What follows belongs to an exercise in optimizing a design on an open flow for small area, a short achievable clock period and few clock cycles; a production flow would make more cautious choices.
RTL that was checked went through simulation tests only; none was proved equivalent to the original.
Power and IR drop assume default switching activity.

## run X
==> module dsp_slice_top, before the edit <==
module dsp_slice_top (
	input logic clk,
	input logic reset,
	input logic wb_cyc,
	input logic wb_stb,
	input logic wb_we,
	input logic [2:0] wb_adr,
	input logic [31:0] wb_dat_w,
	output logic [31:0] wb_dat_r,
	output logic wb_ack
);
	localparam int aw = dsp_pkg::a_width;
	localparam int bw = dsp_pkg::b_width;
	localparam int pw = dsp_pkg::p_width;
	logic req;
	logic we_a, we_b, we_c_lo, we_c_hi, we_ctrl;
	logic [aw-1:0] a;
	logic [bw-1:0] b;
	logic [pw-1:0] c;
	logic [1:0] opcode;
	logic [1:0] mode;
	logic cin;
	logic [pw-1:0] p;
	logic cout;
	logic step1, step2, exec, fin;
	logic [5:0] bq;  
	logic [pw:0] sc_s, sc_c;
	logic sc_zero;
	assign req = wb_cyc & wb_stb & ~wb_ack & ~(wb_we & (wb_adr == dsp_pkg::addr_ctrl) & step1);
	assign we_a = req & wb_we & (wb_adr == dsp_pkg::addr_a);
	assign we_b = req & wb_we & (wb_adr == dsp_pkg::addr_b);
	assign we_c_lo = req & wb_we & (wb_adr == dsp_pkg::addr_c_lo);
	assign we_c_hi = req & wb_we & (wb_adr == dsp_pkg::addr_c_hi);
	assign we_ctrl = req & wb_we & (wb_adr == dsp_pkg::addr_ctrl);
	always_ff @(posedge clk) begin
		if (reset) begin
			wb_ack <= 1'b0;
			a <= '0;
			b <= '0;
			c <= '0;
			opcode <= 2'd0;
			mode <= 2'd0;
			cin <= 1'b0;
		end else begin
			wb_ack <= req;
			if (we_a) a <= wb_dat_w[aw-1:0];
			if (we_b) b <= wb_dat_w[bw-1:0];
			if (we_c_lo) c[31:0] <= wb_dat_w;
			if (we_c_hi) c[pw-1:32] <= wb_dat_w[pw-33:0];
			if (we_ctrl) begin
				opcode <= wb_dat_w[1:0];
				mode <= wb_dat_w[3:2];
				cin <= wb_dat_w[4];
			end
		end
	end
	always_ff @(posedge clk) begin
		if (reset) begin
			step1 <= 1'b0;
			step2 <= 1'b0;
			exec <= 1'b0;
			fin <= 1'b0;
			bq <= '0;
		end else begin
			step1 <= we_a | we_b | exec;  
			step2 <= step1;
			exec <= we_ctrl;
			fin <= exec;
			if (we_ctrl)
				bq <= wb_dat_w[1] ? 6'd0 : b[5:0];  
			else if (we_b)
				bq <= wb_dat_w[17:12];
			else if (we_a | exec)
				bq <= b[17:12];
			else if (step1)
				bq <= b[11:6];
			else if (step2)
				bq <= b[5:0];
		end
	end
	logic sel_fb;   
	logic sel_ab;   
	logic sel_cx;   
	logic sel_wp;   
	logic sel_wc;   
	logic ex_cin;
	logic kill12, kill24;
	logic split12, split24;
	logic [pw:0] r1, r2;
	logic [pw-1:0] w_row;
	logic sc_zero_next;
	assign sc_zero_next = ~step1 & sc_zero;
	always_ff @(posedge clk) begin
		if (reset) begin
			sel_fb <= 1'b0;
			sel_ab <= 1'b0;
			sel_cx <= 1'b0;
			sel_wp <= 1'b0;
			sel_wc <= 1'b0;
			ex_cin <= 1'b0;
			kill12 <= 1'b0;
			kill24 <= 1'b0;
		end else begin
			sel_fb <= (step1 & ~(we_a | we_b | exec)) | (we_ctrl & ~wb_dat_w[1] & ~sc_zero_next);
			sel_ab <= we_ctrl & (wb_dat_w[1:0] == 2'd2);
			sel_cx <= we_ctrl & (wb_dat_w[1:0] == 2'd3);
			sel_wp <= we_ctrl & wb_dat_w[0];
			sel_wc <= we_ctrl & ~wb_dat_w[0];
			ex_cin <= we_ctrl & wb_dat_w[4] & ~(wb_dat_w[1] & wb_dat_w[3]);
			kill12 <= we_ctrl & wb_dat_w[1] & (wb_dat_w[3:2] == 2'd3);
			kill24 <= we_ctrl & wb_dat_w[1] & wb_dat_w[3];
		end
	end
	assign r1 = ({(pw + 1){sel_fb}} & {sc_s[pw-6:0], 6'd0}) |
		({(pw + 1){sel_cx}} & {1'b0, c});
	assign r2 = ({(pw + 1){sel_fb}} & {sc_c[pw-6:0], 6'd0}) |
		({(pw + 1){sel_ab}} & {{(pw + 1 - aw - bw){1'b0}}, a, b});
	assign w_row = ({pw{sel_wp}} & p) | ({pw{sel_wc}} & c);
	assign split12 = opcode[1] & (mode == 2'd3);
	assign split24 = opcode[1] & mode[1];
	logic [pw:0] t_s, t_c;
	dsp_csa_tree u_tree (
		.a(a),
		.bq(bq),
		.r1(r1),
		.r2(r2),
		.w(w_row),
		.cin(ex_cin),
		.kill12(kill12),  
		.kill24(kill24),
		.kill36(kill12),
		.s(t_s),
		.c(t_c)
	);
	always_ff @(posedge clk) begin
		if (step1 | step2 | exec) begin
			sc_s <= t_s;
			sc_c <= t_c;
		end
	end
	always_ff @(posedge clk) begin
		if (reset)
			sc_zero <= 1'b1;
		else if (step1)
			sc_zero <= 1'b0;
	end
	logic [pw:0] sum;
	dsp_simd_adder u_adder (
		.s(sc_s),
		.c(sc_c),
		.split12(split12),
		.split24(split24),
		.sum(sum)
	);
	logic [pw-1:0] p_now;
	logic cout_now;
	assign p_now = fin ? sum[pw-1:0] : p;
	assign cout_now = fin ? sum[pw] : cout;
	always_ff @(posedge clk) begin
		if (reset) begin
			p <= '0;
			cout <= 1'b0;
		end else if (fin) begin
			p <= sum[pw-1:0];
			cout <= sum[pw];
		end
	end
	logic [31:0] rd_data;
	always_comb begin
		case (wb_adr)
			dsp_pkg::addr_a: rd_data = {{(32 - aw){1'b0}}, a};
			dsp_pkg::addr_b: rd_data = {{(32 - bw){1'b0}}, b};
			dsp_pkg::addr_c_lo: rd_data = c[31:0];
			dsp_pkg::addr_c_hi: rd_data = {{(64 - pw){1'b0}}, c[pw-1:32]};
			dsp_pkg::addr_ctrl: rd_data = {27'b0, cin, mode, opcode};
			dsp_pkg::addr_p_lo: rd_data = p_now[31:0];
			dsp_pkg::addr_p_hi: rd_data = {1'b0, 14'b0, cout_now, p_now[pw-1:32]};  
			default: rd_data = '0;
		endcase
	end
	always_ff @(posedge clk) begin
		wb_dat_r <= rd_data;
	end
endmodule
export LEC_CHECK = 0
export ABC_CLOCK_PERIOD_IN_PS = 3000
export CAP_MARGIN = 20
export CORE_MARGIN = 2
export CORE_UTILIZATION = 40
export SLEW_MARGIN = 20
create_clock -name core_clock -period 10.0 [get_ports {clk}]
standard.sh (not shown) runs the stock make flow with config.mk's settings and CLKGATE_MAP_FILE= SYNTH_SCRIPT=/design/flow/synth_recipe.tcl, a recipe that flattens the netlist after the stock synthesis.
==> flow/flow/run.sh <==
#!/bin/bash
set -o pipefail
export SETUP_SLACK_MARGIN=6.8
bash standard.sh > standard.log 2>&1
Run X closes out successfully: all stages finished, all timing, DRC and antenna checks passed.
Edits applied to the flow inputs when going from run X to run P:
--- a/flow/design.v
+++ b/flow/design.v
@@ -1957,13 +1957,12 @@
 	logic cin;
 	logic [pw-1:0] p;
 	logic cout;
 	logic step1, step2, exec, fin;
 	logic [5:0] bq;  
 	logic [pw:0] sc_s, sc_c;
-	logic sc_zero;
 	assign req = wb_cyc & wb_stb & ~wb_ack & ~(wb_we & (wb_adr == dsp_pkg::addr_ctrl) & step1);
 	assign we_a = req & wb_we & (wb_adr == dsp_pkg::addr_a);
 	assign we_b = req & wb_we & (wb_adr == dsp_pkg::addr_b);
 	assign we_c_lo = req & wb_we & (wb_adr == dsp_pkg::addr_c_lo);
 	assign we_c_hi = req & wb_we & (wb_adr == dsp_pkg::addr_c_hi);
 	assign we_ctrl = req & wb_we & (wb_adr == dsp_pkg::addr_ctrl);
@@ -2006,52 +2005,55 @@
 			else if (we_b)
 				bq <= wb_dat_w[17:12];
 			else if (we_a | exec)
 				bq <= b[17:12];
 			else if (step1)
 				bq <= b[11:6];
-			else if (step2)
-				bq <= b[5:0];
+			else
+				bq <= '0;  
 		end
 	end
 	logic sel_fb;   
 	logic sel_ab;   
 	logic sel_cx;   
 	logic sel_wp;   
 	logic sel_wc;   
 	logic ex_cin;
 	logic kill12, kill24;
 	logic split12, split24;
 	logic [pw:0] r1, r2;
 	logic [pw-1:0] w_row;
-	logic sc_zero_next;
-	assign sc_zero_next = ~step1 & sc_zero;
+	logic sel_hold;  
 	always_ff @(posedge clk) begin
 		if (reset) begin
 			sel_fb <= 1'b0;
+			sel_hold <= 1'b0;
 			sel_ab <= 1'b0;
 			sel_cx <= 1'b0;
 			sel_wp <= 1'b0;
 			sel_wc <= 1'b0;
 			ex_cin <= 1'b0;
 			kill12 <= 1'b0;
 			kill24 <= 1'b0;
 		end else begin
-			sel_fb <= (step1 & ~(we_a | we_b | exec)) | (we_ctrl & ~wb_dat_w[1] & ~sc_zero_next);
+			sel_fb <= (step1 & ~(we_a | we_b | exec)) | (we_ctrl & ~wb_dat_w[1]);
+			sel_hold <= ~(we_a | we_b | exec | step1 | we_ctrl);
 			sel_ab <= we_ctrl & (wb_dat_w[1:0] == 2'd2);
 			sel_cx <= we_ctrl & (wb_dat_w[1:0] == 2'd3);
 			sel_wp <= we_ctrl & wb_dat_w[0];
 			sel_wc <= we_ctrl & ~wb_dat_w[0];
 			ex_cin <= we_ctrl & wb_dat_w[4] & ~(wb_dat_w[1] & wb_dat_w[3]);
 			kill12 <= we_ctrl & wb_dat_w[1] & (wb_dat_w[3:2] == 2'd3);
 			kill24 <= we_ctrl & wb_dat_w[1] & wb_dat_w[3];
 		end
 	end
 	assign r1 = ({(pw + 1){sel_fb}} & {sc_s[pw-6:0], 6'd0}) |
+		({(pw + 1){sel_hold}} & sc_s) |
 		({(pw + 1){sel_cx}} & {1'b0, c});
 	assign r2 = ({(pw + 1){sel_fb}} & {sc_c[pw-6:0], 6'd0}) |
+		({(pw + 1){sel_hold}} & sc_c) |
 		({(pw + 1){sel_ab}} & {{(pw + 1 - aw - bw){1'b0}}, a, b});
 	assign w_row = ({pw{sel_wp}} & p) | ({pw{sel_wc}} & c);
 	assign split12 = opcode[1] & (mode == 2'd3);
 	assign split24 = opcode[1] & mode[1];
 	logic [pw:0] t_s, t_c;
 	dsp_csa_tree u_tree (
@@ -2065,22 +2067,14 @@
 		.kill24(kill24),
 		.kill36(kill12),
 		.s(t_s),
 		.c(t_c)
 	);
 	always_ff @(posedge clk) begin
-		if (step1 | step2 | exec) begin
-			sc_s <= t_s;
-			sc_c <= t_c;
-		end
-	end
-	always_ff @(posedge clk) begin
-		if (reset)
-			sc_zero <= 1'b1;
-		else if (step1)
-			sc_zero <= 1'b0;
+		sc_s <= t_s;
+		sc_c <= t_c;
 	end
 	logic [pw:0] sum;
 	dsp_simd_adder u_adder (
 		.s(sc_s),
 		.c(sc_c),
 		.split12(split12),
The lower shortest period the worst path allows came out of run P.
STATUS switching power of the nets: run P wins against run X
For run P, the top layer used by detailed routing was met5, unlike run X, where it was met4.
Run P vs run X: number of non-filler instances in the completed layout down
Final area improves in run P relative to run X.
What run P reported for count of inverters other than clock inverters in the layout has to be multiplied by 0.911 to get the figure for run X.
Across run P and run X, none had a timing, DRC or antenna violation.
Against run X as the reference, run P delivers a lower critical path arrival.
The simple-gate area share of the yosys netlist of run P exceeds that of run X by 0.29 points.
Summary: with run X as the reference, area of the die in run P moved down by a few percent.
Per the comparison of run P with run X, met3 track demand over resource in global routing higher; depth of the most critical reg-to-reg path now sits lower; sequential cell power moved down; cell row count went down 2.4%.
Testbench counts of run P, summed over its fixed seeds: cycles 23,130.
Only the layout flow was run in run X; the RTL was not checked for function there.

## port drivers added, routing unchanged
In the flow no input, the clock included, has a driving cell. The finished layouts below were timed again as built, in two steps.
Step 1 assumes that a clkbuf_16 drives the clock port and a buf_2 every other input.
Step 2 adds t to the input delays and takes it off the output delays; t is the mean of the earliest and latest rising clock arrival at the registers after step 1. Input paths then give back, and output paths get back, about the clock's delay inside the block.
a / b / c = ideal / step 1 / step 2; a / b = the first two.
run	t (ns)	setup WS [ns]	worst setup path at the end	worst data-port slew with drivers (ns)	pins driven straight from the clock port
run X	0.587	6.424 / 6.424 / 6.096	input to register	0.07	1
run P	0.617	6.673 / 6.673 / 6.230	input to register	0.08	1
After both steps setup and hold are still met in every run listed. For run P, which loses most, drivers alone change the setup slack by 0.000 ns; drivers and shift together by -0.443 ns.
